From an optimization exercise on the open Yosys and OpenROAD flow, aimed at small area; shortcuts taken in it are not production practice. No run shown here included a check of the RTL's function; only the layout flow was run.

## flow/design.v (module list and top-level ports; edited modules follow where they fit)
// module dot_product_top: 2533 lines
// module dp_fa: 10 lines
module dot_product_top (
    input  logic        clk,
    input  logic        reset,
    input  logic        up_valid,
    input  logic        up_last,
    input  logic [63:0] up_data,
    input  logic [63:0] up_weight,
    output logic        dn_valid,
    output logic [15:0] dn_data
);
  // ...
==> flow/flow/run.sh <==
#!/bin/bash
# The standard layout with three changes: the port buffers are the smallest
# plain buffer, the buffers that synthesis inserted are removed at floorplan
# (the placer's repair inserts what timing and slew need), and non-critical
# gates are downsized after global routing.
set -euo pipefail
export BUFFER_PORTS_ARGS="-buffer_cell sky130_fd_sc_hd__buf_1"
export REMOVE_ABC_BUFFERS=1
export RECOVER_POWER=100
bash standard.sh > standard.log 2>&1
==> flow/standard.sh <==
#!/bin/bash
# synth_recipe.tcl (not shown) runs the flow's synth.tcl, then flattens the netlist and writes it again
# the make line also repeats each setting of config.mk as NAME=value (left out here)
make -C /OpenROAD-flow-scripts/flow DESIGN_CONFIG=/design/flow/config.mk WORK_HOME=/design/flow/orfs CLKGATE_MAP_FILE= SYNTH_SCRIPT=/design/flow/synth_recipe.tcl "${@:-finish}"
==> flow/config.mk <==
export PLATFORM = sky130hd
export DESIGN_NAME = dot_product_top
export DESIGN_NICKNAME = dot_product_top
export VERILOG_FILES = /design/flow/design.v
export SDC_FILE = /design/flow/constraint.sdc
export NUM_CORES = 4
export LEC_CHECK = 0
export ABC_AREA = 1
export CAP_MARGIN = 20
export CORE_MARGIN = 2
export CORE_UTILIZATION = 40
export GPL_TIMING_DRIVEN = 0
export SLEW_MARGIN = 20
export SYNTH_HIERARCHICAL = 1
export SYNTH_MINIMUM_KEEP_SIZE = 0
==> flow/constraint.sdc <==
create_clock -name core_clock -period 6.0 [get_ports {clk}]
set_input_delay 1.2000 -clock core_clock [delete_from_list [all_inputs] [get_ports {clk}]]
set_output_delay 1.2000 -clock core_clock [all_outputs]
set_load 0.01 [all_outputs]
==> out/metrics.yaml, run 1 <==
run_status:
  status: "no timing/DRC/antenna violations"
critical_path:
  required_ps: 6180
  startpoint: "up_weight[37]"
  endpoint_kind: "register"
  reg2reg_to: "total[13]$_DFFE_PP_"
  arrival_ps: 6080
  cp_max_fo: 23
  cp.depth: 13
placed_design:
  place.gp.congestion: 0.993
final_layout:
  fill_cells: 5209
  n_antenna_cell: 0
  largest_cell_class: "multi-input combinational cells"
  syn2layout_area_growth_pct: 4.78
  multi_input_area_share: 0.835
  final_common_cell: "xor2_1"
route:
  drt-met1-wl_microns: 29400
  routed-wl-met2_microns: 35000
  firstDrtPassIters: 5
synth:
  yosysWarnings: 7
  synth_seq_cells: 60
  yosys.area_share.simple: 0.0611
  synth_top_area_share: 0.406
  netlist_top_cells_area: "fa_1 41%, xor2_1 18%, o22ai_1 8.3%"
min_path:
  hp-class: "reg2reg"
  min_from: "l1$_DFF_P_"
  whs_endpoint: "dn_valid$_SDFF_PP0_"
timing:
  fin_crit_ps: 5900
  period_share: 0.983
  worst_pin_slew_ps: 908
cts:
  cts_hold_buf: 0
  clock_path_buffers: 2
  cts_buffers: 9
  clk_pin_slew_worst_paths_ps: 60
global_routing:
  grt_max_degree: 24
floorplanning:
  start_util: 0.403
  core_region_area_sq_um: 53500
==> inputs of run 2 (changes only) <==
--- a/flow/design.v
+++ b/flow/design.v
@@ -1353,16 +1353,18 @@
     wire s1358;
     wire c1359;
     wire s1360;
     wire c1361;
     wire s1362;
     wire c1363;
     wire s1364;
     wire c1365;
+    wire s1366;
+    wire c1367;
     assign one0 = up_weight[0];
     assign two1 = up_weight[1] & ~up_weight[0];
     assign p2 = (one0 & up_data[0]) ^ up_weight[1];
     assign p3 = ((one0 & up_data[1]) | (two1 & up_data[0])) ^ up_weight[1];
     assign p4 = ((one0 & up_data[2]) | (two1 & up_data[1])) ^ up_weight[1];
     assign p5 = ((one0 & up_data[3]) | (two1 & up_data[2])) ^ up_weight[1];
     assign p6 = ((one0 & up_data[4]) | (two1 & up_data[3])) ^ up_weight[1];
     assign p7 = ((one0 & up_data[5]) | (two1 & up_data[4])) ^ up_weight[1];
@@ -2158,174 +2160,175 @@
     dp_fa u_s1034 (.a(s1018), .b(s1020), .c(s1022), .s(s1034), .co(c1035));
     dp_fa u_s1036 (.a(s1024), .b(c969), .c(c971), .s(s1036), .co(c1037));
     dp_fa u_s1038 (.a(c973), .b(s1026), .c(c975), .s(s1038), .co(c1039));
     dp_fa u_s1040 (.a(c977), .b(s1028), .c(s1030), .s(s1040), .co(c1041));
     dp_fa u_s1042 (.a(s1032), .b(s1034), .c(c979), .s(s1042), .co(c1043));
     dp_fa u_s1044 (.a(c981), .b(s1036), .c(c983), .s(s1044), .co(c1045));
     dp_fa u_s1046 (.a(s1038), .b(s1040), .c(c985), .s(s1046), .co(c1047));
     dp_fa u_s1048 (.a(s1042), .b(c987), .c(s1044), .s(s1048), .co(c1049));
-    dp_fa u_s1050 (.a(p103), .b(p117), .c(p129), .s(s1050), .co(c1051));
-    dp_fa u_s1052 (.a(p172), .b(p189), .c(p206), .s(s1052), .co(c1053));
-    dp_fa u_s1054 (.a(p223), .b(p239), .c(p253), .s(s1054), .co(c1055));
-    dp_fa u_s1056 (.a(p265), .b(p308), .c(p325), .s(s1056), .co(c1057));
-    dp_fa u_s1058 (.a(p342), .b(p359), .c(p36), .s(s1058), .co(c1059));
-    dp_fa u_s1060 (.a(p375), .b(p389), .c(p401), .s(s1060), .co(c1061));
-    dp_fa u_s1062 (.a(p444), .b(p461), .c(p478), .s(s1062), .co(c1063));
-    dp_fa u_s1064 (.a(p495), .b(p511), .c(p525), .s(s1064), .co(c1065));
-    dp_fa u_s1066 (.a(p53), .b(p537), .c(p70), .s(s1066), .co(c1067));
-    dp_fa u_s1068 (.a(p87), .b(c1001), .c(c1003), .s(s1068), .co(c1069));
-    dp_fa u_s1070 (.a(c1005), .b(c1007), .c(c1009), .s(s1070), .co(c1071));
-    dp_fa u_s1072 (.a(c1011), .b(c993), .c(c995), .s(s1072), .co(c1073));
-    dp_fa u_s1074 (.a(c997), .b(c999), .c(s1050), .s(s1074), .co(c1075));
-    dp_fa u_s1076 (.a(s1052), .b(s1054), .c(s1056), .s(s1076), .co(c1077));
-    dp_fa u_s1078 (.a(s1058), .b(s1060), .c(s1062), .s(s1078), .co(c1079));
-    dp_fa u_s1080 (.a(s1064), .b(s1066), .c(c1013), .s(s1080), .co(c1081));
-    dp_fa u_s1082 (.a(c1015), .b(c1017), .c(c1019), .s(s1082), .co(c1083));
-    dp_fa u_s1084 (.a(c1021), .b(c1023), .c(c1025), .s(s1084), .co(c1085));
-    dp_fa u_s1086 (.a(s1068), .b(s1070), .c(s1072), .s(s1086), .co(c1087));
-    dp_fa u_s1088 (.a(s1074), .b(s1076), .c(s1078), .s(s1088), .co(c1089));
-    dp_fa u_s1090 (.a(c1027), .b(c1029), .c(c1031), .s(s1090), .co(c1091));
-    dp_fa u_s1092 (.a(c1033), .b(s1080), .c(s1082), .s(s1092), .co(c1093));
-    dp_fa u_s1094 (.a(c1035), .b(s1084), .c(s1086), .s(s1094), .co(c1095));
-    dp_fa u_s1096 (.a(s1088), .b(c1037), .c(c1039), .s(s1096), .co(c1097));
-    dp_fa u_s1098 (.a(c1041), .b(s1090), .c(s1092), .s(s1098), .co(c1099));
-    dp_fa u_s1100 (.a(s1094), .b(c1043), .c(c1045), .s(s1100), .co(c1101));
-    dp_fa u_s1102 (.a(s1096), .b(s1098), .c(c1047), .s(s1102), .co(c1103));
-    dp_fa u_s1104 (.a(1'b1), .b(p104), .c(p118), .s(s1104), .co(c1105));
-    dp_fa u_s1106 (.a(p130), .b(p173), .c(p190), .s(s1106), .co(c1107));
-    dp_fa u_s1108 (.a(p207), .b(p224), .c(p240), .s(s1108), .co(c1109));
-    dp_fa u_s1110 (.a(p254), .b(p266), .c(p309), .s(s1110), .co(c1111));
-    dp_fa u_s1112 (.a(p326), .b(p343), .c(p360), .s(s1112), .co(c1113));
-    dp_fa u_s1114 (.a(p37), .b(p376), .c(p390), .s(s1114), .co(c1115));
-    dp_fa u_s1116 (.a(p402), .b(p445), .c(p462), .s(s1116), .co(c1117));
-    dp_fa u_s1118 (.a(p479), .b(p496), .c(p512), .s(s1118), .co(c1119));
-    dp_fa u_s1120 (.a(p526), .b(p538), .c(p54), .s(s1120), .co(c1121));
-    dp_fa u_s1122 (.a(p71), .b(p88), .c(c1051), .s(s1122), .co(c1123));
-    dp_fa u_s1124 (.a(c1053), .b(c1055), .c(c1057), .s(s1124), .co(c1125));
-    dp_fa u_s1126 (.a(c1059), .b(c1061), .c(c1063), .s(s1126), .co(c1127));
-    dp_fa u_s1128 (.a(c1065), .b(c1067), .c(s1104), .s(s1128), .co(c1129));
-    dp_fa u_s1130 (.a(s1106), .b(s1108), .c(s1110), .s(s1130), .co(c1131));
-    dp_fa u_s1132 (.a(s1112), .b(s1114), .c(s1116), .s(s1132), .co(c1133));
-    dp_fa u_s1134 (.a(s1118), .b(s1120), .c(c1069), .s(s1134), .co(c1135));
-    dp_fa u_s1136 (.a(c1071), .b(c1073), .c(c1075), .s(s1136), .co(c1137));
-    dp_fa u_s1138 (.a(c1077), .b(c1079), .c(s1122), .s(s1138), .co(c1139));
-    dp_fa u_s1140 (.a(s1124), .b(s1126), .c(s1128), .s(s1140), .co(c1141));
-    dp_fa u_s1142 (.a(s1130), .b(s1132), .c(c1081), .s(s1142), .co(c1143));
-    dp_fa u_s1144 (.a(c1083), .b(c1085), .c(c1087), .s(s1144), .co(c1145));
-    dp_fa u_s1146 (.a(s1134), .b(c1089), .c(s1136), .s(s1146), .co(c1147));
-    dp_fa u_s1148 (.a(s1138), .b(s1140), .c(c1091), .s(s1148), .co(c1149));
-    dp_fa u_s1150 (.a(c1093), .b(s1142), .c(c1095), .s(s1150), .co(c1151));
-    dp_fa u_s1152 (.a(s1144), .b(s1146), .c(c1097), .s(s1152), .co(c1153));
-    dp_fa u_s1154 (.a(c1099), .b(s1148), .c(s1150), .s(s1154), .co(c1155));
-    dp_fa u_s1156 (.a(c1101), .b(s1152), .c(s1154), .s(s1156), .co(c1157));
-    dp_fa u_s1158 (.a(1'b1), .b(p105), .c(p119), .s(s1158), .co(c1159));
-    dp_fa u_s1160 (.a(p131), .b(p191), .c(p208), .s(s1160), .co(c1161));
-    dp_fa u_s1162 (.a(p225), .b(p241), .c(p255), .s(s1162), .co(c1163));
-    dp_fa u_s1164 (.a(p267), .b(p327), .c(p344), .s(s1164), .co(c1165));
-    dp_fa u_s1166 (.a(p361), .b(p377), .c(p391), .s(s1166), .co(c1167));
-    dp_fa u_s1168 (.a(p403), .b(p463), .c(p480), .s(s1168), .co(c1169));
-    dp_fa u_s1170 (.a(p497), .b(p513), .c(p527), .s(s1170), .co(c1171));
-    dp_fa u_s1172 (.a(p539), .b(p55), .c(p72), .s(s1172), .co(c1173));
-    dp_fa u_s1174 (.a(p89), .b(c1105), .c(c1107), .s(s1174), .co(c1175));
-    dp_fa u_s1176 (.a(c1109), .b(c1111), .c(c1113), .s(s1176), .co(c1177));
-    dp_fa u_s1178 (.a(c1115), .b(c1117), .c(c1119), .s(s1178), .co(c1179));
-    dp_fa u_s1180 (.a(c1121), .b(s1158), .c(s1160), .s(s1180), .co(c1181));
-    dp_fa u_s1182 (.a(s1162), .b(s1164), .c(s1166), .s(s1182), .co(c1183));
-    dp_fa u_s1184 (.a(s1168), .b(s1170), .c(s1172), .s(s1184), .co(c1185));
-    dp_fa u_s1186 (.a(c1123), .b(c1125), .c(c1127), .s(s1186), .co(c1187));
-    dp_fa u_s1188 (.a(c1129), .b(c1131), .c(c1133), .s(s1188), .co(c1189));
-    dp_fa u_s1190 (.a(s1174), .b(s1176), .c(s1178), .s(s1190), .co(c1191));
-    dp_fa u_s1192 (.a(s1180), .b(s1182), .c(s1184), .s(s1192), .co(c1193));
-    dp_fa u_s1194 (.a(c1135), .b(c1137), .c(c1139), .s(s1194), .co(c1195));
-    dp_fa u_s1196 (.a(s1186), .b(c1141), .c(s1188), .s(s1196), .co(c1197));
-    dp_fa u_s1198 (.a(s1190), .b(s1192), .c(c1143), .s(s1198), .co(c1199));
-    dp_fa u_s1200 (.a(c1145), .b(c1147), .c(s1194), .s(s1200), .co(c1201));
-    dp_fa u_s1202 (.a(s1196), .b(c1149), .c(s1198), .s(s1202), .co(c1203));
-    dp_fa u_s1204 (.a(c1151), .b(s1200), .c(c1153), .s(s1204), .co(c1205));
-    dp_fa u_s1206 (.a(p106), .b(p120), .c(p132), .s(s1206), .co(c1207));
-    dp_fa u_s1208 (.a(p192), .b(p209), .c(p226), .s(s1208), .co(c1209));
-    dp_fa u_s1210 (.a(p242), .b(p256), .c(p268), .s(s1210), .co(c1211));
-    dp_fa u_s1212 (.a(p328), .b(p345), .c(p362), .s(s1212), .co(c1213));
-    dp_fa u_s1214 (.a(p378), .b(p392), .c(p404), .s(s1214), .co(c1215));
-    dp_fa u_s1216 (.a(p464), .b(p481), .c(p498), .s(s1216), .co(c1217));
-    dp_fa u_s1218 (.a(p514), .b(p528), .c(p540), .s(s1218), .co(c1219));
-    dp_fa u_s1220 (.a(p56), .b(p73), .c(p90), .s(s1220), .co(c1221));
-    dp_fa u_s1222 (.a(c1159), .b(c1161), .c(c1163), .s(s1222), .co(c1223));
-    dp_fa u_s1224 (.a(c1165), .b(c1167), .c(c1169), .s(s1224), .co(c1225));
-    dp_fa u_s1226 (.a(c1171), .b(c1173), .c(s1206), .s(s1226), .co(c1227));
-    dp_fa u_s1228 (.a(s1208), .b(s1210), .c(s1212), .s(s1228), .co(c1229));
-    dp_fa u_s1230 (.a(s1214), .b(s1216), .c(s1218), .s(s1230), .co(c1231));
-    dp_fa u_s1232 (.a(s1220), .b(c1175), .c(c1177), .s(s1232), .co(c1233));
-    dp_fa u_s1234 (.a(c1179), .b(c1181), .c(c1183), .s(s1234), .co(c1235));
-    dp_fa u_s1236 (.a(c1185), .b(s1222), .c(s1224), .s(s1236), .co(c1237));
-    dp_fa u_s1238 (.a(s1226), .b(s1228), .c(s1230), .s(s1238), .co(c1239));
-    dp_fa u_s1240 (.a(c1187), .b(c1189), .c(c1191), .s(s1240), .co(c1241));
-    dp_fa u_s1242 (.a(s1232), .b(c1193), .c(s1234), .s(s1242), .co(c1243));
-    dp_fa u_s1244 (.a(s1236), .b(s1238), .c(c1195), .s(s1244), .co(c1245));
-    dp_fa u_s1246 (.a(c1197), .b(s1240), .c(s1242), .s(s1246), .co(c1247));
-    dp_fa u_s1248 (.a(c1199), .b(c1201), .c(s1244), .s(s1248), .co(c1249));
-    dp_fa u_s1250 (.a(s1246), .b(c1203), .c(s1248), .s(s1250), .co(c1251));
-    dp_fa u_s1252 (.a(1'b1), .b(p107), .c(p121), .s(s1252), .co(c1253));
-    dp_fa u_s1254 (.a(p133), .b(p210), .c(p227), .s(s1254), .co(c1255));
-    dp_fa u_s1256 (.a(p243), .b(p257), .c(p269), .s(s1256), .co(c1257));
-    dp_fa u_s1258 (.a(p346), .b(p363), .c(p379), .s(s1258), .co(c1259));
-    dp_fa u_s1260 (.a(p393), .b(p405), .c(p482), .s(s1260), .co(c1261));
-    dp_fa u_s1262 (.a(p499), .b(p515), .c(p529), .s(s1262), .co(c1263));
-    dp_fa u_s1264 (.a(p541), .b(p74), .c(p91), .s(s1264), .co(c1265));
-    dp_fa u_s1266 (.a(c1207), .b(c1209), .c(c1211), .s(s1266), .co(c1267));
-    dp_fa u_s1268 (.a(c1213), .b(c1215), .c(c1217), .s(s1268), .co(c1269));
-    dp_fa u_s1270 (.a(c1219), .b(c1221), .c(s1252), .s(s1270), .co(c1271));
-    dp_fa u_s1272 (.a(s1254), .b(s1256), .c(s1258), .s(s1272), .co(c1273));
-    dp_fa u_s1274 (.a(s1260), .b(s1262), .c(s1264), .s(s1274), .co(c1275));
-    dp_fa u_s1276 (.a(c1223), .b(c1225), .c(c1227), .s(s1276), .co(c1277));
-    dp_fa u_s1278 (.a(c1229), .b(c1231), .c(s1266), .s(s1278), .co(c1279));
-    dp_fa u_s1280 (.a(s1268), .b(s1270), .c(s1272), .s(s1280), .co(c1281));
-    dp_fa u_s1282 (.a(s1274), .b(c1233), .c(c1235), .s(s1282), .co(c1283));
-    dp_fa u_s1284 (.a(c1237), .b(c1239), .c(s1276), .s(s1284), .co(c1285));
-    dp_fa u_s1286 (.a(s1278), .b(s1280), .c(c1241), .s(s1286), .co(c1287));
-    dp_fa u_s1288 (.a(c1243), .b(s1282), .c(s1284), .s(s1288), .co(c1289));
-    dp_fa u_s1290 (.a(c1245), .b(s1286), .c(c1247), .s(s1290), .co(c1291));
-    dp_fa u_s1292 (.a(s1288), .b(c1249), .c(s1290), .s(s1292), .co(c1293));
-    dp_fa u_s1294 (.a(p108), .b(p122), .c(p134), .s(s1294), .co(c1295));
-    dp_fa u_s1296 (.a(p211), .b(p228), .c(p244), .s(s1296), .co(c1297));
-    dp_fa u_s1298 (.a(p258), .b(p270), .c(p347), .s(s1298), .co(c1299));
-    dp_fa u_s1300 (.a(p364), .b(p380), .c(p394), .s(s1300), .co(c1301));
-    dp_fa u_s1302 (.a(p406), .b(p483), .c(p500), .s(s1302), .co(c1303));
-    dp_fa u_s1304 (.a(p516), .b(p530), .c(p542), .s(s1304), .co(c1305));
-    dp_fa u_s1306 (.a(p75), .b(p92), .c(c1253), .s(s1306), .co(c1307));
-    dp_fa u_s1308 (.a(c1255), .b(c1257), .c(c1259), .s(s1308), .co(c1309));
-    dp_fa u_s1310 (.a(c1261), .b(c1263), .c(c1265), .s(s1310), .co(c1311));
-    dp_fa u_s1312 (.a(s1294), .b(s1296), .c(s1298), .s(s1312), .co(c1313));
-    dp_fa u_s1314 (.a(s1300), .b(s1302), .c(s1304), .s(s1314), .co(c1315));
-    dp_fa u_s1316 (.a(c1267), .b(c1269), .c(c1271), .s(s1316), .co(c1317));
-    dp_fa u_s1318 (.a(c1273), .b(c1275), .c(s1306), .s(s1318), .co(c1319));
-    dp_fa u_s1320 (.a(s1308), .b(s1310), .c(s1312), .s(s1320), .co(c1321));
-    dp_fa u_s1322 (.a(s1314), .b(c1277), .c(c1279), .s(s1322), .co(c1323));
-    dp_fa u_s1324 (.a(c1281), .b(s1316), .c(s1318), .s(s1324), .co(c1325));
-    dp_fa u_s1326 (.a(s1320), .b(c1283), .c(c1285), .s(s1326), .co(c1327));
-    dp_fa u_s1328 (.a(s1322), .b(s1324), .c(c1287), .s(s1328), .co(c1329));
-    dp_fa u_s1330 (.a(c1289), .b(s1326), .c(s1328), .s(s1330), .co(c1331));
-    dp_fa u_s1332 (.a(1'b1), .b(p109), .c(p123), .s(s1332), .co(c1333));
-    dp_fa u_s1334 (.a(p135), .b(p229), .c(p245), .s(s1334), .co(c1335));
-    dp_fa u_s1336 (.a(p259), .b(p271), .c(p365), .s(s1336), .co(c1337));
-    dp_fa u_s1338 (.a(p381), .b(p395), .c(p407), .s(s1338), .co(c1339));
-    dp_fa u_s1340 (.a(p501), .b(p517), .c(p531), .s(s1340), .co(c1341));
-    dp_fa u_s1342 (.a(p543), .b(p93), .c(c1295), .s(s1342), .co(c1343));
-    dp_fa u_s1344 (.a(c1297), .b(c1299), .c(c1301), .s(s1344), .co(c1345));
-    dp_fa u_s1346 (.a(c1303), .b(c1305), .c(s1332), .s(s1346), .co(c1347));
-    dp_fa u_s1348 (.a(s1334), .b(s1336), .c(s1338), .s(s1348), .co(c1349));
-    dp_fa u_s1350 (.a(s1340), .b(c1307), .c(c1309), .s(s1350), .co(c1351));
-    dp_fa u_s1352 (.a(c1311), .b(c1313), .c(c1315), .s(s1352), .co(c1353));
-    dp_fa u_s1354 (.a(s1342), .b(s1344), .c(s1346), .s(s1354), .co(c1355));
-    dp_fa u_s1356 (.a(s1348), .b(c1317), .c(c1319), .s(s1356), .co(c1357));
-    dp_fa u_s1358 (.a(s1350), .b(c1321), .c(s1352), .s(s1358), .co(c1359));
-    dp_fa u_s1360 (.a(s1354), .b(c1323), .c(c1325), .s(s1360), .co(c1361));
-    dp_fa u_s1362 (.a(s1356), .b(s1358), .c(c1327), .s(s1362), .co(c1363));
-    dp_fa u_s1364 (.a(s1360), .b(c1329), .c(s1362), .s(s1364), .co(c1365));
+    dp_fa u_s1050 (.a(c989), .b(s1046), .c(s1048), .s(s1050), .co(c1051));
+    dp_fa u_s1052 (.a(p103), .b(p117), .c(p129), .s(s1052), .co(c1053));
+    dp_fa u_s1054 (.a(p172), .b(p189), .c(p206), .s(s1054), .co(c1055));
+    dp_fa u_s1056 (.a(p223), .b(p239), .c(p253), .s(s1056), .co(c1057));
+    dp_fa u_s1058 (.a(p265), .b(p308), .c(p325), .s(s1058), .co(c1059));
+    dp_fa u_s1060 (.a(p342), .b(p359), .c(p36), .s(s1060), .co(c1061));
+    dp_fa u_s1062 (.a(p375), .b(p389), .c(p401), .s(s1062), .co(c1063));
+    dp_fa u_s1064 (.a(p444), .b(p461), .c(p478), .s(s1064), .co(c1065));
+    dp_fa u_s1066 (.a(p495), .b(p511), .c(p525), .s(s1066), .co(c1067));
+    dp_fa u_s1068 (.a(p53), .b(p537), .c(p70), .s(s1068), .co(c1069));
+    dp_fa u_s1070 (.a(p87), .b(c1001), .c(c1003), .s(s1070), .co(c1071));
+    dp_fa u_s1072 (.a(c1005), .b(c1007), .c(c1009), .s(s1072), .co(c1073));
+    dp_fa u_s1074 (.a(c1011), .b(c993), .c(c995), .s(s1074), .co(c1075));
+    dp_fa u_s1076 (.a(c997), .b(c999), .c(s1052), .s(s1076), .co(c1077));
+    dp_fa u_s1078 (.a(s1054), .b(s1056), .c(s1058), .s(s1078), .co(c1079));
+    dp_fa u_s1080 (.a(s1060), .b(s1062), .c(s1064), .s(s1080), .co(c1081));
+    dp_fa u_s1082 (.a(s1066), .b(s1068), .c(c1013), .s(s1082), .co(c1083));
+    dp_fa u_s1084 (.a(c1015), .b(c1017), .c(c1019), .s(s1084), .co(c1085));
+    dp_fa u_s1086 (.a(c1021), .b(c1023), .c(c1025), .s(s1086), .co(c1087));
+    dp_fa u_s1088 (.a(s1070), .b(s1072), .c(s1074), .s(s1088), .co(c1089));
+    dp_fa u_s1090 (.a(s1076), .b(s1078), .c(s1080), .s(s1090), .co(c1091));
+    dp_fa u_s1092 (.a(c1027), .b(c1029), .c(c1031), .s(s1092), .co(c1093));
+    dp_fa u_s1094 (.a(c1033), .b(s1082), .c(s1084), .s(s1094), .co(c1095));
+    dp_fa u_s1096 (.a(c1035), .b(s1086), .c(s1088), .s(s1096), .co(c1097));
+    dp_fa u_s1098 (.a(s1090), .b(c1037), .c(c1039), .s(s1098), .co(c1099));
+    dp_fa u_s1100 (.a(c1041), .b(s1092), .c(s1094), .s(s1100), .co(c1101));
+    dp_fa u_s1102 (.a(s1096), .b(c1043), .c(c1045), .s(s1102), .co(c1103));
+    dp_fa u_s1104 (.a(s1098), .b(s1100), .c(c1047), .s(s1104), .co(c1105));
+    dp_fa u_s1106 (.a(1'b1), .b(p104), .c(p118), .s(s1106), .co(c1107));
+    dp_fa u_s1108 (.a(p130), .b(p173), .c(p190), .s(s1108), .co(c1109));
+    dp_fa u_s1110 (.a(p207), .b(p224), .c(p240), .s(s1110), .co(c1111));
+    dp_fa u_s1112 (.a(p254), .b(p266), .c(p309), .s(s1112), .co(c1113));
+    dp_fa u_s1114 (.a(p326), .b(p343), .c(p360), .s(s1114), .co(c1115));
+    dp_fa u_s1116 (.a(p37), .b(p376), .c(p390), .s(s1116), .co(c1117));
+    dp_fa u_s1118 (.a(p402), .b(p445), .c(p462), .s(s1118), .co(c1119));
+    dp_fa u_s1120 (.a(p479), .b(p496), .c(p512), .s(s1120), .co(c1121));
+    dp_fa u_s1122 (.a(p526), .b(p538), .c(p54), .s(s1122), .co(c1123));
+    dp_fa u_s1124 (.a(p71), .b(p88), .c(c1053), .s(s1124), .co(c1125));
+    dp_fa u_s1126 (.a(c1055), .b(c1057), .c(c1059), .s(s1126), .co(c1127));
+    dp_fa u_s1128 (.a(c1061), .b(c1063), .c(c1065), .s(s1128), .co(c1129));
+    dp_fa u_s1130 (.a(c1067), .b(c1069), .c(s1106), .s(s1130), .co(c1131));
+    dp_fa u_s1132 (.a(s1108), .b(s1110), .c(s1112), .s(s1132), .co(c1133));
+    dp_fa u_s1134 (.a(s1114), .b(s1116), .c(s1118), .s(s1134), .co(c1135));
+    dp_fa u_s1136 (.a(s1120), .b(s1122), .c(c1071), .s(s1136), .co(c1137));
+    dp_fa u_s1138 (.a(c1073), .b(c1075), .c(c1077), .s(s1138), .co(c1139));
+    dp_fa u_s1140 (.a(c1079), .b(c1081), .c(s1124), .s(s1140), .co(c1141));
+    dp_fa u_s1142 (.a(s1126), .b(s1128), .c(s1130), .s(s1142), .co(c1143));
+    dp_fa u_s1144 (.a(s1132), .b(s1134), .c(c1083), .s(s1144), .co(c1145));
+    dp_fa u_s1146 (.a(c1085), .b(c1087), .c(c1089), .s(s1146), .co(c1147));
+    dp_fa u_s1148 (.a(s1136), .b(c1091), .c(s1138), .s(s1148), .co(c1149));
+    dp_fa u_s1150 (.a(s1140), .b(s1142), .c(c1093), .s(s1150), .co(c1151));
+    dp_fa u_s1152 (.a(c1095), .b(s1144), .c(c1097), .s(s1152), .co(c1153));
+    dp_fa u_s1154 (.a(s1146), .b(s1148), .c(c1099), .s(s1154), .co(c1155));
+    dp_fa u_s1156 (.a(c1101), .b(s1150), .c(s1152), .s(s1156), .co(c1157));
+    dp_fa u_s1158 (.a(c1103), .b(s1154), .c(s1156), .s(s1158), .co(c1159));
+    dp_fa u_s1160 (.a(1'b1), .b(p105), .c(p119), .s(s1160), .co(c1161));
+    dp_fa u_s1162 (.a(p131), .b(p191), .c(p208), .s(s1162), .co(c1163));
+    dp_fa u_s1164 (.a(p225), .b(p241), .c(p255), .s(s1164), .co(c1165));
+    dp_fa u_s1166 (.a(p267), .b(p327), .c(p344), .s(s1166), .co(c1167));
+    dp_fa u_s1168 (.a(p361), .b(p377), .c(p391), .s(s1168), .co(c1169));
+    dp_fa u_s1170 (.a(p403), .b(p463), .c(p480), .s(s1170), .co(c1171));
+    dp_fa u_s1172 (.a(p497), .b(p513), .c(p527), .s(s1172), .co(c1173));
+    dp_fa u_s1174 (.a(p539), .b(p55), .c(p72), .s(s1174), .co(c1175));
+    dp_fa u_s1176 (.a(p89), .b(c1107), .c(c1109), .s(s1176), .co(c1177));
+    dp_fa u_s1178 (.a(c1111), .b(c1113), .c(c1115), .s(s1178), .co(c1179));
+    dp_fa u_s1180 (.a(c1117), .b(c1119), .c(c1121), .s(s1180), .co(c1181));
+    dp_fa u_s1182 (.a(c1123), .b(s1160), .c(s1162), .s(s1182), .co(c1183));
+    dp_fa u_s1184 (.a(s1164), .b(s1166), .c(s1168), .s(s1184), .co(c1185));
+    dp_fa u_s1186 (.a(s1170), .b(s1172), .c(s1174), .s(s1186), .co(c1187));
+    dp_fa u_s1188 (.a(c1125), .b(c1127), .c(c1129), .s(s1188), .co(c1189));
+    dp_fa u_s1190 (.a(c1131), .b(c1133), .c(c1135), .s(s1190), .co(c1191));
+    dp_fa u_s1192 (.a(s1176), .b(s1178), .c(s1180), .s(s1192), .co(c1193));
+    dp_fa u_s1194 (.a(s1182), .b(s1184), .c(s1186), .s(s1194), .co(c1195));
+    dp_fa u_s1196 (.a(c1137), .b(c1139), .c(c1141), .s(s1196), .co(c1197));
+    dp_fa u_s1198 (.a(s1188), .b(c1143), .c(s1190), .s(s1198), .co(c1199));
+    dp_fa u_s1200 (.a(s1192), .b(s1194), .c(c1145), .s(s1200), .co(c1201));
+    dp_fa u_s1202 (.a(c1147), .b(c1149), .c(s1196), .s(s1202), .co(c1203));
+    dp_fa u_s1204 (.a(s1198), .b(c1151), .c(s1200), .s(s1204), .co(c1205));
+    dp_fa u_s1206 (.a(c1153), .b(s1202), .c(c1155), .s(s1206), .co(c1207));
+    dp_fa u_s1208 (.a(p106), .b(p120), .c(p132), .s(s1208), .co(c1209));
+    dp_fa u_s1210 (.a(p192), .b(p209), .c(p226), .s(s1210), .co(c1211));
+    dp_fa u_s1212 (.a(p242), .b(p256), .c(p268), .s(s1212), .co(c1213));
+    dp_fa u_s1214 (.a(p328), .b(p345), .c(p362), .s(s1214), .co(c1215));
+    dp_fa u_s1216 (.a(p378), .b(p392), .c(p404), .s(s1216), .co(c1217));
+    dp_fa u_s1218 (.a(p464), .b(p481), .c(p498), .s(s1218), .co(c1219));
+    dp_fa u_s1220 (.a(p514), .b(p528), .c(p540), .s(s1220), .co(c1221));
+    dp_fa u_s1222 (.a(p56), .b(p73), .c(p90), .s(s1222), .co(c1223));
+    dp_fa u_s1224 (.a(c1161), .b(c1163), .c(c1165), .s(s1224), .co(c1225));
+    dp_fa u_s1226 (.a(c1167), .b(c1169), .c(c1171), .s(s1226), .co(c1227));
+    dp_fa u_s1228 (.a(c1173), .b(c1175), .c(s1208), .s(s1228), .co(c1229));
+    dp_fa u_s1230 (.a(s1210), .b(s1212), .c(s1214), .s(s1230), .co(c1231));
+    dp_fa u_s1232 (.a(s1216), .b(s1218), .c(s1220), .s(s1232), .co(c1233));
+    dp_fa u_s1234 (.a(s1222), .b(c1177), .c(c1179), .s(s1234), .co(c1235));
+    dp_fa u_s1236 (.a(c1181), .b(c1183), .c(c1185), .s(s1236), .co(c1237));
+    dp_fa u_s1238 (.a(c1187), .b(s1224), .c(s1226), .s(s1238), .co(c1239));
+    dp_fa u_s1240 (.a(s1228), .b(s1230), .c(s1232), .s(s1240), .co(c1241));
+    dp_fa u_s1242 (.a(c1189), .b(c1191), .c(c1193), .s(s1242), .co(c1243));
+    dp_fa u_s1244 (.a(s1234), .b(c1195), .c(s1236), .s(s1244), .co(c1245));
+    dp_fa u_s1246 (.a(s1238), .b(s1240), .c(c1197), .s(s1246), .co(c1247));
+    dp_fa u_s1248 (.a(c1199), .b(s1242), .c(s1244), .s(s1248), .co(c1249));
+    dp_fa u_s1250 (.a(c1201), .b(c1203), .c(s1246), .s(s1250), .co(c1251));
+    dp_fa u_s1252 (.a(s1248), .b(c1205), .c(s1250), .s(s1252), .co(c1253));
+    dp_fa u_s1254 (.a(1'b1), .b(p107), .c(p121), .s(s1254), .co(c1255));
+    dp_fa u_s1256 (.a(p133), .b(p210), .c(p227), .s(s1256), .co(c1257));
+    dp_fa u_s1258 (.a(p243), .b(p257), .c(p269), .s(s1258), .co(c1259));
+    dp_fa u_s1260 (.a(p346), .b(p363), .c(p379), .s(s1260), .co(c1261));
+    dp_fa u_s1262 (.a(p393), .b(p405), .c(p482), .s(s1262), .co(c1263));
+    dp_fa u_s1264 (.a(p499), .b(p515), .c(p529), .s(s1264), .co(c1265));
+    dp_fa u_s1266 (.a(p541), .b(p74), .c(p91), .s(s1266), .co(c1267));
+    dp_fa u_s1268 (.a(c1209), .b(c1211), .c(c1213), .s(s1268), .co(c1269));
+    dp_fa u_s1270 (.a(c1215), .b(c1217), .c(c1219), .s(s1270), .co(c1271));
+    dp_fa u_s1272 (.a(c1221), .b(c1223), .c(s1254), .s(s1272), .co(c1273));
+    dp_fa u_s1274 (.a(s1256), .b(s1258), .c(s1260), .s(s1274), .co(c1275));
+    dp_fa u_s1276 (.a(s1262), .b(s1264), .c(s1266), .s(s1276), .co(c1277));
+    dp_fa u_s1278 (.a(c1225), .b(c1227), .c(c1229), .s(s1278), .co(c1279));
+    dp_fa u_s1280 (.a(c1231), .b(c1233), .c(s1268), .s(s1280), .co(c1281));
+    dp_fa u_s1282 (.a(s1270), .b(s1272), .c(s1274), .s(s1282), .co(c1283));
+    dp_fa u_s1284 (.a(s1276), .b(c1235), .c(c1237), .s(s1284), .co(c1285));
+    dp_fa u_s1286 (.a(c1239), .b(c1241), .c(s1278), .s(s1286), .co(c1287));
+    dp_fa u_s1288 (.a(s1280), .b(s1282), .c(c1243), .s(s1288), .co(c1289));
+    dp_fa u_s1290 (.a(c1245), .b(s1284), .c(s1286), .s(s1290), .co(c1291));
+    dp_fa u_s1292 (.a(c1247), .b(s1288), .c(c1249), .s(s1292), .co(c1293));
+    dp_fa u_s1294 (.a(s1290), .b(c1251), .c(s1292), .s(s1294), .co(c1295));
+    dp_fa u_s1296 (.a(p108), .b(p122), .c(p134), .s(s1296), .co(c1297));
+    dp_fa u_s1298 (.a(p211), .b(p228), .c(p244), .s(s1298), .co(c1299));
+    dp_fa u_s1300 (.a(p258), .b(p270), .c(p347), .s(s1300), .co(c1301));
+    dp_fa u_s1302 (.a(p364), .b(p380), .c(p394), .s(s1302), .co(c1303));
+    dp_fa u_s1304 (.a(p406), .b(p483), .c(p500), .s(s1304), .co(c1305));
+    dp_fa u_s1306 (.a(p516), .b(p530), .c(p542), .s(s1306), .co(c1307));
+    dp_fa u_s1308 (.a(p75), .b(p92), .c(c1255), .s(s1308), .co(c1309));
+    dp_fa u_s1310 (.a(c1257), .b(c1259), .c(c1261), .s(s1310), .co(c1311));
+    dp_fa u_s1312 (.a(c1263), .b(c1265), .c(c1267), .s(s1312), .co(c1313));
+    dp_fa u_s1314 (.a(s1296), .b(s1298), .c(s1300), .s(s1314), .co(c1315));
+    dp_fa u_s1316 (.a(s1302), .b(s1304), .c(s1306), .s(s1316), .co(c1317));
+    dp_fa u_s1318 (.a(c1269), .b(c1271), .c(c1273), .s(s1318), .co(c1319));
+    dp_fa u_s1320 (.a(c1275), .b(c1277), .c(s1308), .s(s1320), .co(c1321));
+    dp_fa u_s1322 (.a(s1310), .b(s1312), .c(s1314), .s(s1322), .co(c1323));
+    dp_fa u_s1324 (.a(s1316), .b(c1279), .c(c1281), .s(s1324), .co(c1325));
+    dp_fa u_s1326 (.a(c1283), .b(s1318), .c(s1320), .s(s1326), .co(c1327));
+    dp_fa u_s1328 (.a(s1322), .b(c1285), .c(c1287), .s(s1328), .co(c1329));
+    dp_fa u_s1330 (.a(s1324), .b(s1326), .c(c1289), .s(s1330), .co(c1331));
+    dp_fa u_s1332 (.a(c1291), .b(s1328), .c(s1330), .s(s1332), .co(c1333));
+    dp_fa u_s1334 (.a(1'b1), .b(p109), .c(p123), .s(s1334), .co(c1335));
+    dp_fa u_s1336 (.a(p135), .b(p229), .c(p245), .s(s1336), .co(c1337));
+    dp_fa u_s1338 (.a(p259), .b(p271), .c(p365), .s(s1338), .co(c1339));
+    dp_fa u_s1340 (.a(p381), .b(p395), .c(p407), .s(s1340), .co(c1341));
+    dp_fa u_s1342 (.a(p501), .b(p517), .c(p531), .s(s1342), .co(c1343));
+    dp_fa u_s1344 (.a(p543), .b(p93), .c(c1297), .s(s1344), .co(c1345));
+    dp_fa u_s1346 (.a(c1299), .b(c1301), .c(c1303), .s(s1346), .co(c1347));
+    dp_fa u_s1348 (.a(c1305), .b(c1307), .c(s1334), .s(s1348), .co(c1349));
+    dp_fa u_s1350 (.a(s1336), .b(s1338), .c(s1340), .s(s1350), .co(c1351));
+    dp_fa u_s1352 (.a(s1342), .b(c1309), .c(c1311), .s(s1352), .co(c1353));
+    dp_fa u_s1354 (.a(c1313), .b(c1315), .c(c1317), .s(s1354), .co(c1355));
+    dp_fa u_s1356 (.a(s1344), .b(s1346), .c(s1348), .s(s1356), .co(c1357));
+    dp_fa u_s1358 (.a(s1350), .b(c1319), .c(c1321), .s(s1358), .co(c1359));
+    dp_fa u_s1360 (.a(s1352), .b(c1323), .c(s1354), .s(s1360), .co(c1361));
+    dp_fa u_s1362 (.a(s1356), .b(c1325), .c(c1327), .s(s1362), .co(c1363));
+    dp_fa u_s1364 (.a(s1358), .b(s1360), .c(c1329), .s(s1364), .co(c1365));
+    dp_fa u_s1366 (.a(s1362), .b(c1331), .c(s1364), .s(s1366), .co(c1367));
     logic v1, l1;
     logic r0_0;
     logic r0_1;
     logic r1_0;
     logic r1_1;
     logic r1_2;
     logic r2_0;
     logic r2_1;
@@ -2337,21 +2340,20 @@
     logic r5_0;
     logic r5_1;
     logic r6_0;
     logic r6_1;
     logic r7_0;
     logic r7_1;
     logic r8_0;
     logic r8_1;
-    logic r8_2;
-    logic r8_3;
     logic r9_0;
     logic r9_1;
     logic r9_2;
+    logic r9_3;
     logic r10_0;
     logic r10_1;
     logic r11_0;
     logic r11_1;
     logic r11_2;
     logic r11_3;
     logic r12_0;
     logic r12_1;
@@ -2382,38 +2384,37 @@
         r4_0 <= c767;
         r4_1 <= s818;
         r5_0 <= c819;
         r5_1 <= s870;
         r6_0 <= c871;
         r6_1 <= s930;
         r7_0 <= c931;
         r7_1 <= s990;
-        r8_0 <= c989;
-        r8_1 <= s1046;
-        r8_2 <= s1048;
-        r8_3 <= c991;
+        r8_0 <= c991;
+        r8_1 <= s1050;
         r9_0 <= c1049;
-        r9_1 <= s1100;
-        r9_2 <= s1102;
-        r10_0 <= c1103;
-        r10_1 <= s1156;
-        r11_0 <= s1202;
-        r11_1 <= c1155;
-        r11_2 <= s1204;
-        r11_3 <= c1157;
-        r12_0 <= c1205;
-        r12_1 <= s1250;
-        r13_0 <= c1251;
-        r13_1 <= s1292;
-        r14_0 <= c1291;
-        r14_1 <= s1330;
-        r14_2 <= c1293;
-        r15_0 <= c1331;
-        r15_1 <= s1364;
+        r9_1 <= s1102;
+        r9_2 <= s1104;
+        r9_3 <= c1051;
+        r10_0 <= c1105;
+        r10_1 <= s1158;
+        r11_0 <= s1204;
+        r11_1 <= c1157;
+        r11_2 <= s1206;
+        r11_3 <= c1159;
+        r12_0 <= c1207;
+        r12_1 <= s1252;
+        r13_0 <= c1253;
+        r13_1 <= s1294;
+        r14_0 <= c1293;
+        r14_1 <= s1332;
+        r14_2 <= c1295;
+        r15_0 <= c1333;
+        r15_1 <= s1366;
     end
     logic        first;
     logic [15:0] total;
     logic [15:0] base;
     logic [15:0] bsum_x, bsum_y;
     assign base = first ? 16'h0 : total;
     wire bs0;
     wire bc1;
@@ -2476,54 +2477,51 @@
     wire bs58;
     wire bc59;
     wire bs60;
     wire bc61;
     wire bs62;
     wire bc63;
     wire bs64;
     wire bc65;
-    wire bs66;
-    wire bc67;
     dp_fa u_bs0 (.a(r0_0), .b(r0_1), .c(base[0]), .s(bs0), .co(bc1));
     dp_fa u_bs2 (.a(r1_0), .b(r1_1), .c(r1_2), .s(bs2), .co(bc3));
     dp_fa u_bs4 (.a(base[1]), .b(bs2), .c(bc1), .s(bs4), .co(bc5));
     dp_fa u_bs6 (.a(r2_0), .b(r2_1), .c(r2_2), .s(bs6), .co(bc7));
     dp_fa u_bs8 (.a(base[2]), .b(bc3), .c(bs6), .s(bs8), .co(bc9));
     dp_fa u_bs10 (.a(r3_0), .b(r3_1), .c(base[3]), .s(bs10), .co(bc11));
     dp_fa u_bs12 (.a(bc7), .b(bs10), .c(bc9), .s(bs12), .co(bc13));
     dp_fa u_bs14 (.a(r4_0), .b(r4_1), .c(base[4]), .s(bs14), .co(bc15));
     dp_fa u_bs16 (.a(bc11), .b(bs14), .c(bc13), .s(bs16), .co(bc17));
     dp_fa u_bs18 (.a(r5_0), .b(r5_1), .c(base[5]), .s(bs18), .co(bc19));
     dp_fa u_bs20 (.a(bc15), .b(bs18), .c(bc17), .s(bs20), .co(bc21));
     dp_fa u_bs22 (.a(r6_0), .b(r6_1), .c(base[6]), .s(bs22), .co(bc23));
     dp_fa u_bs24 (.a(bc19), .b(bs22), .c(bc21), .s(bs24), .co(bc25));
     dp_fa u_bs26 (.a(r7_0), .b(r7_1), .c(base[7]), .s(bs26), .co(bc27));
     dp_fa u_bs28 (.a(bc23), .b(bs26), .c(bc25), .s(bs28), .co(bc29));
-    dp_fa u_bs30 (.a(r8_0), .b(r8_1), .c(r8_2), .s(bs30), .co(bc31));
-    dp_fa u_bs32 (.a(r8_3), .b(base[8]), .c(bs30), .s(bs32), .co(bc33));
-    dp_fa u_bs34 (.a(bc27), .b(bs32), .c(bc29), .s(bs34), .co(bc35));
-    dp_fa u_bs36 (.a(r9_0), .b(r9_1), .c(r9_2), .s(bs36), .co(bc37));
-    dp_fa u_bs38 (.a(base[9]), .b(bc31), .c(bs36), .s(bs38), .co(bc39));
-    dp_fa u_bs40 (.a(bc33), .b(bs38), .c(bc35), .s(bs40), .co(bc41));
-    dp_fa u_bs42 (.a(r10_0), .b(r10_1), .c(base[10]), .s(bs42), .co(bc43));
-    dp_fa u_bs44 (.a(bc37), .b(bs42), .c(bc39), .s(bs44), .co(bc45));
-    dp_fa u_bs46 (.a(r11_0), .b(r11_1), .c(r11_2), .s(bs46), .co(bc47));
-    dp_fa u_bs48 (.a(r11_3), .b(base[11]), .c(bs46), .s(bs48), .co(bc49));
-    dp_fa u_bs50 (.a(bc43), .b(bs48), .c(bc45), .s(bs50), .co(bc51));
-    dp_fa u_bs52 (.a(r12_0), .b(r12_1), .c(base[12]), .s(bs52), .co(bc53));
-    dp_fa u_bs54 (.a(bc47), .b(bs52), .c(bc49), .s(bs54), .co(bc55));
-    dp_fa u_bs56 (.a(r13_0), .b(r13_1), .c(base[13]), .s(bs56), .co(bc57));
-    dp_fa u_bs58 (.a(bc53), .b(bs56), .c(bc55), .s(bs58), .co(bc59));
-    dp_fa u_bs60 (.a(r14_0), .b(r14_1), .c(r14_2), .s(bs60), .co(bc61));
-    dp_fa u_bs62 (.a(base[14]), .b(bs60), .c(bc57), .s(bs62), .co(bc63));
-    dp_fa u_bs64 (.a(r15_0), .b(r15_1), .c(base[15]), .s(bs64), .co(bc65));
-    dp_fa u_bs66 (.a(bc61), .b(bs64), .c(bc63), .s(bs66), .co(bc67));
-    assign bsum_x = {bs66, bs62, bs58, bs54, bs50, bs44, bs40, bs34, bs28, bs24, bs20, bs16, bs12, bs8, bs4, bs0};
-    assign bsum_y = {1'b0, bc59, 1'b0, bc51, 1'b0, bc41, 1'b0, 1'b0, 1'b0, 1'b0, 1'b0, 1'b0, 1'b0, bc5, 1'b0, 1'b0};
+    dp_fa u_bs30 (.a(r8_0), .b(r8_1), .c(base[8]), .s(bs30), .co(bc31));
+    dp_fa u_bs32 (.a(bc27), .b(bs30), .c(bc29), .s(bs32), .co(bc33));
+    dp_fa u_bs34 (.a(r9_0), .b(r9_1), .c(r9_2), .s(bs34), .co(bc35));
+    dp_fa u_bs36 (.a(r9_3), .b(base[9]), .c(bs34), .s(bs36), .co(bc37));
+    dp_fa u_bs38 (.a(bc31), .b(bs36), .c(bc33), .s(bs38), .co(bc39));
+    dp_fa u_bs40 (.a(r10_0), .b(r10_1), .c(base[10]), .s(bs40), .co(bc41));
+    dp_fa u_bs42 (.a(bc35), .b(bs40), .c(bc37), .s(bs42), .co(bc43));
+    dp_fa u_bs44 (.a(r11_0), .b(r11_1), .c(r11_2), .s(bs44), .co(bc45));
+    dp_fa u_bs46 (.a(r11_3), .b(base[11]), .c(bs44), .s(bs46), .co(bc47));
+    dp_fa u_bs48 (.a(bc41), .b(bs46), .c(bc43), .s(bs48), .co(bc49));
+    dp_fa u_bs50 (.a(r12_0), .b(r12_1), .c(base[12]), .s(bs50), .co(bc51));
+    dp_fa u_bs52 (.a(bc45), .b(bs50), .c(bc47), .s(bs52), .co(bc53));
+    dp_fa u_bs54 (.a(r13_0), .b(r13_1), .c(base[13]), .s(bs54), .co(bc55));
+    dp_fa u_bs56 (.a(bc51), .b(bs54), .c(bc53), .s(bs56), .co(bc57));
+    dp_fa u_bs58 (.a(r14_0), .b(r14_1), .c(r14_2), .s(bs58), .co(bc59));
+    dp_fa u_bs60 (.a(base[14]), .b(bs58), .c(bc55), .s(bs60), .co(bc61));
+    dp_fa u_bs62 (.a(r15_0), .b(r15_1), .c(base[15]), .s(bs62), .co(bc63));
+    dp_fa u_bs64 (.a(bc59), .b(bs62), .c(bc61), .s(bs64), .co(bc65));
+    assign bsum_x = {bs64, bs60, bs56, bs52, bs48, bs42, bs38, bs32, bs28, bs24, bs20, bs16, bs12, bs8, bs4, bs0};
+    assign bsum_y = {1'b0, bc57, 1'b0, bc49, 1'b0, bc39, 1'b0, 1'b0, 1'b0, 1'b0, 1'b0, 1'b0, 1'b0, bc5, 1'b0, 1'b0};
     always_ff @(posedge clk) begin
         if (reset) begin
             first    <= 1'b1;
             dn_valid <= 1'b0;
         end else begin
             if (v1) first <= l1;
             dn_valid <= v1 && l1;
         end
==> flow/flow/run.sh (replaced) <==
#!/bin/bash
# The standard layout with these changes: synthesis as standard, then every
# combinational cell set to its smallest size (the placer's and router's
# repair steps size up what timing needs); the buffers synthesis inserted are
# removed at floorplan; the port buffers are the smallest plain buffer; and
# non-critical gates are downsized after global routing.
set -euo pipefail
export BUFFER_PORTS_ARGS="-buffer_cell sky130_fd_sc_hd__buf_1"
export REMOVE_ABC_BUFFERS=1
export RECOVER_POWER=100
bash standard.sh synth > synth.log 2>&1
SYNTH_ODB=orfs/results/$FLOW_PLATFORM/dot_product_top/base/1_synth.odb openroad -no_init -exit flow/downsize.tcl > downsize.log 2>&1
bash standard.sh > standard.log 2>&1
==> flow/flow/downsize.tcl (new file) <==
# Set every combinational cell of the synthesized netlist to its smallest
# drive strength; the layout's own repair steps size up what timing needs.
set odb $::env(SYNTH_ODB)
read_db $odb
set db [ord::get_db]
set block [ord::get_db_block]
set n 0
foreach inst [$block getInsts] {
  set m [[$inst getMaster] getName]
  if { ![regexp {^(sky130_fd_sc_hd__)([a-z0-9]+)_([0-9]+)$} $m -> pfx base drive] } { continue }
  if { [regexp {^(df|edf|sdf|dl|conb|tap|fill|decap|clk)} $base] } { continue }
  if { $drive <= 1 } { continue }
  foreach d {1 0} {
    set t [$db findMaster "${pfx}${base}_${d}"]
    if { $t != "NULL" } {
      $inst swapMaster $t
      incr n
      break
    }
  }
}
puts "downsized $n instances"
write_db $odb
==> flow/config.mk (replaced) <==
export PLATFORM = sky130hd
export DESIGN_NAME = dot_product_top
export DESIGN_NICKNAME = dot_product_top
export VERILOG_FILES = /design/flow/design.v
export SDC_FILE = /design/flow/constraint.sdc
export NUM_CORES = 4
export LEC_CHECK = 0
export ABC_AREA = 1
export CAP_MARGIN = 20
export CORE_MARGIN = 2
export CORE_UTILIZATION = 60
export CTS_BUF_LIST = sky130_fd_sc_hd__clkbuf_8
export GPL_TIMING_DRIVEN = 0
export SETUP_SLACK_MARGIN = 0.05
export SLEW_MARGIN = 20
export SYNTH_HIERARCHICAL = 1
export SYNTH_MINIMUM_KEEP_SIZE = 0
==> run 2 against run 1 <==
Effect of this change: cell area fell by 5.9%; sequential share of layout area rose by 0.28 points; highest routed layer is now met5; cell count fell by 8.9%; wire length fell by 7.2%; synthesized cell count barely moved; critical path depth did not move; critical endpoint is now r8_1$_DFF_P_; first-iteration DRC count rose by 13%; hold slack got worse by 1.2 ps.
==> out/metrics.yaml, run 2 <==
critical_path:
  critical_path_class: "in2reg"
  endpoint_kind: "register"
  cpPeakStageDelay_ps: 660
  crit_end: "r8_1$_DFF_P_"
  crit_path_top_delay_cell: "fa_1"
  cp_max_fo: 19  # -17%
  path_cells: "clkbuf_4, nand2_1, inv_1, o21ai_2, o22ai_1, xor2_1, fa_1, fa_1, fa_1, fa_1, fa_1, fa_1, fa_1"
  reg2reg_to: "total[13]$_DFFE_PP_"
  arrival_ps: 6090  # about the same
  crit_top_cell: "fa_1"
  rr_startpoint: "r2_0$_DFF_P_"
  required_ps: 6200  # +20 ps
  startpoint: "up_weight[27]"
  start_kind: "input pin"
  r2r_setup_slack_ps: 600
  r2r_cells: 17
synth:
  syn_inst: 2110
  yosysWarnings: 7  # unchanged
  netlist_area_sq_um: 20100
  syn-mean-instance-area_sq_um: 9.53
cts:
  clk_latency_ps: 330
  clock-sinks: 59
  clk_pin_slew_worst_paths_ps: 60  # about the same
  cts-root-buf: "clkbuf_8"
  clock_path_buffers: 2  # unchanged
  cts_htree_levels: 3
  cts_buffers: 9  # unchanged
  cts_tree: "yes"
global_routing:
  grt_pass1_vias: 16400
  grt_pass1_wl_microns: 102000
  antenna_found_initial: 3
  grt_usage: 0.396
  overflow: 0
  grt_max_degree: 24  # unchanged
timing:
  clock.fmax_mhz: 170
  relSlewSlack: 0.321
  setup_viol: 0
  final_max_slew_viol_count: 0
  fin_setup_tns_ps: 0
  rsz0062_at_grt: "no"
  final-hold-violation-count: 0
  period_share: 0.981  # -0.00210
  worst_pin_slew_ps: 1020  # +110 ps
  fin_skew_ps: 7.44
  timing.hold.ws_ps: 434
  fin_crit_ps: 5890  # -12.6 ps
final_layout:
  final_common_cell: "xor2_1"
  final_cell_mix: "449 x xor2_1, 437 x fa_1, 418 x o22ai_1"
  drive_above_1_share: 0.0527
  largest_register_ffs: 16
  multi_input_area_sq_um: 17900
  largest-register: "total"
  fill_cells: 2853  # -45%
  seqCellArea_sq_um: 1340
  syn2layout_area_growth_pct: 5.59
  nNetsFinal: 2716
run_status:
  status: "no timing/DRC/antenna violations"
floorplanning:
  start_util: 0.604  # +0.202
  dieArea_sq_um: 35000
  rows: 67
  die_y_microns: 187
  top_level_ports: 149
  core_region_area_sq_um: 33300  # -38%
  die_w_microns: 187
route:
  drt_iter0_markers: 1618
  ant_nets: 0
  wl_microns: 68700
  drcViolationCount: 0
  wire_per_inst_microns: 26.9
  firstDrtPassIters: 6  # +1
  vias: 16500
  viasPerCell: 6.47
placed_design:
  hpwl_microns: 55200
  port_buffers: 148
  place.gp.congestion: 1.00  # +1.1%
min_path:
  hp-class: "reg2reg"
run:
  maxCapViolations: 0
[run 2: per-layer routing]
layer  GRT usage  vias to the layer above  routed length [microns]
li1            -                     7064                        -
met4       0.219                        2                     4720
met3       0.108                      156                     7970
met5           0                        -                       13
met1       0.500                     8358                    24600
met2       0.623                      967                    31500
[run 2: how the worst min path moves through the flow]
stage / startpoint / end / cells after the start
finish: l1$_DFF_P_ / dn_valid$_SDFF_PP0_ / 2
global route: l1$_DFF_P_ / dn_valid$_SDFF_PP0_ / 2
CTS: l1$_DFF_P_ / dn_valid$_SDFF_PP0_ / 2
detailed placement: l1$_DFF_P_ / dn_valid$_SDFF_PP0_ / 2
global placement: l1$_DFF_P_ / dn_valid$_SDFF_PP0_ / 2
floorplan: l1$_DFF_P_ / dn_valid$_SDFF_PP0_ / 2
[run 2: area by class of cell]
cell class	count	share of cell area
antenna	1	0.000118
clock buffer	10	0.00648
clock inverter	6	0.00259
inverter	132	0.0234
multi-input combinational	1748	0.844
sequential	59	0.0632
tap	448	0.0264
timing repair buffer	152	0.0335
[run 2: what timing repair did]
action                                  4_1_cts  5_1_grt
setup buffers                                 0        4
endpoints found under the setup margin       37       23
hold buffers                                  0        0
resized for setup                            71       60
[run 2: critical path, delay by kind of cell]
kind	cells	cell delay, ps
fa+ha+maj	7	3530
compound gates	2	640
buf+inv	2	330
xor+xnor	1	200
simple gates	1	170
[run 2: per-stage QoR]
stage / util / cell area (sq um) / cells / setup WS (ps)
6_report: 0.638 / 21200 / 2556 / 112
2_1_floorplan: - / 19500 / 1939 / 373
3_3_place_gp: 0.618 / 20600 / 2535 / -1400
5_1_grt: 0.638 / 21200 / 2555 / 53.6
4_1_cts: 0.631 / 21000 / 2551 / 66.1
3_5_place_dp: 0.620 / 20600 / 2535 / -1290

-- what the ideal ports hide --
In the flow no input, the clock included, has a driving cell. The finished layouts below were timed again as built, in two steps. Step 1, drivers: a clkbuf_16 drives clk and a buf_2 each remaining input, both assumed. Step 2 also shifts input and output timing later by t, the mid clock arrival at the registers, as if the neighbouring blocks saw the same clock. Three values: ideal, step 1, step 2; two values: the first two.
| run | t (ns) | setup WS [ns] | worst setup path after step 2 | worst register clock-pin slew, ns | cell pins on the clock port's net |
|---|---|---|---|---|---|
| run 1 | 0.367 | 0.099 / 0.110 / -0.257 | input to register | 0.06 / 0.06 | 1 |
| run 2 | 0.363 | 0.112 / 0.124 / -0.240 | input to register | 0.07 / 0.07 | 1 |
With both steps, setup timing fails in run 1 and run 2, where it was met with ideal ports. For run 1, which loses most, drivers alone change the setup slack by +0.011 ns; drivers and shift together by -0.356 ns.
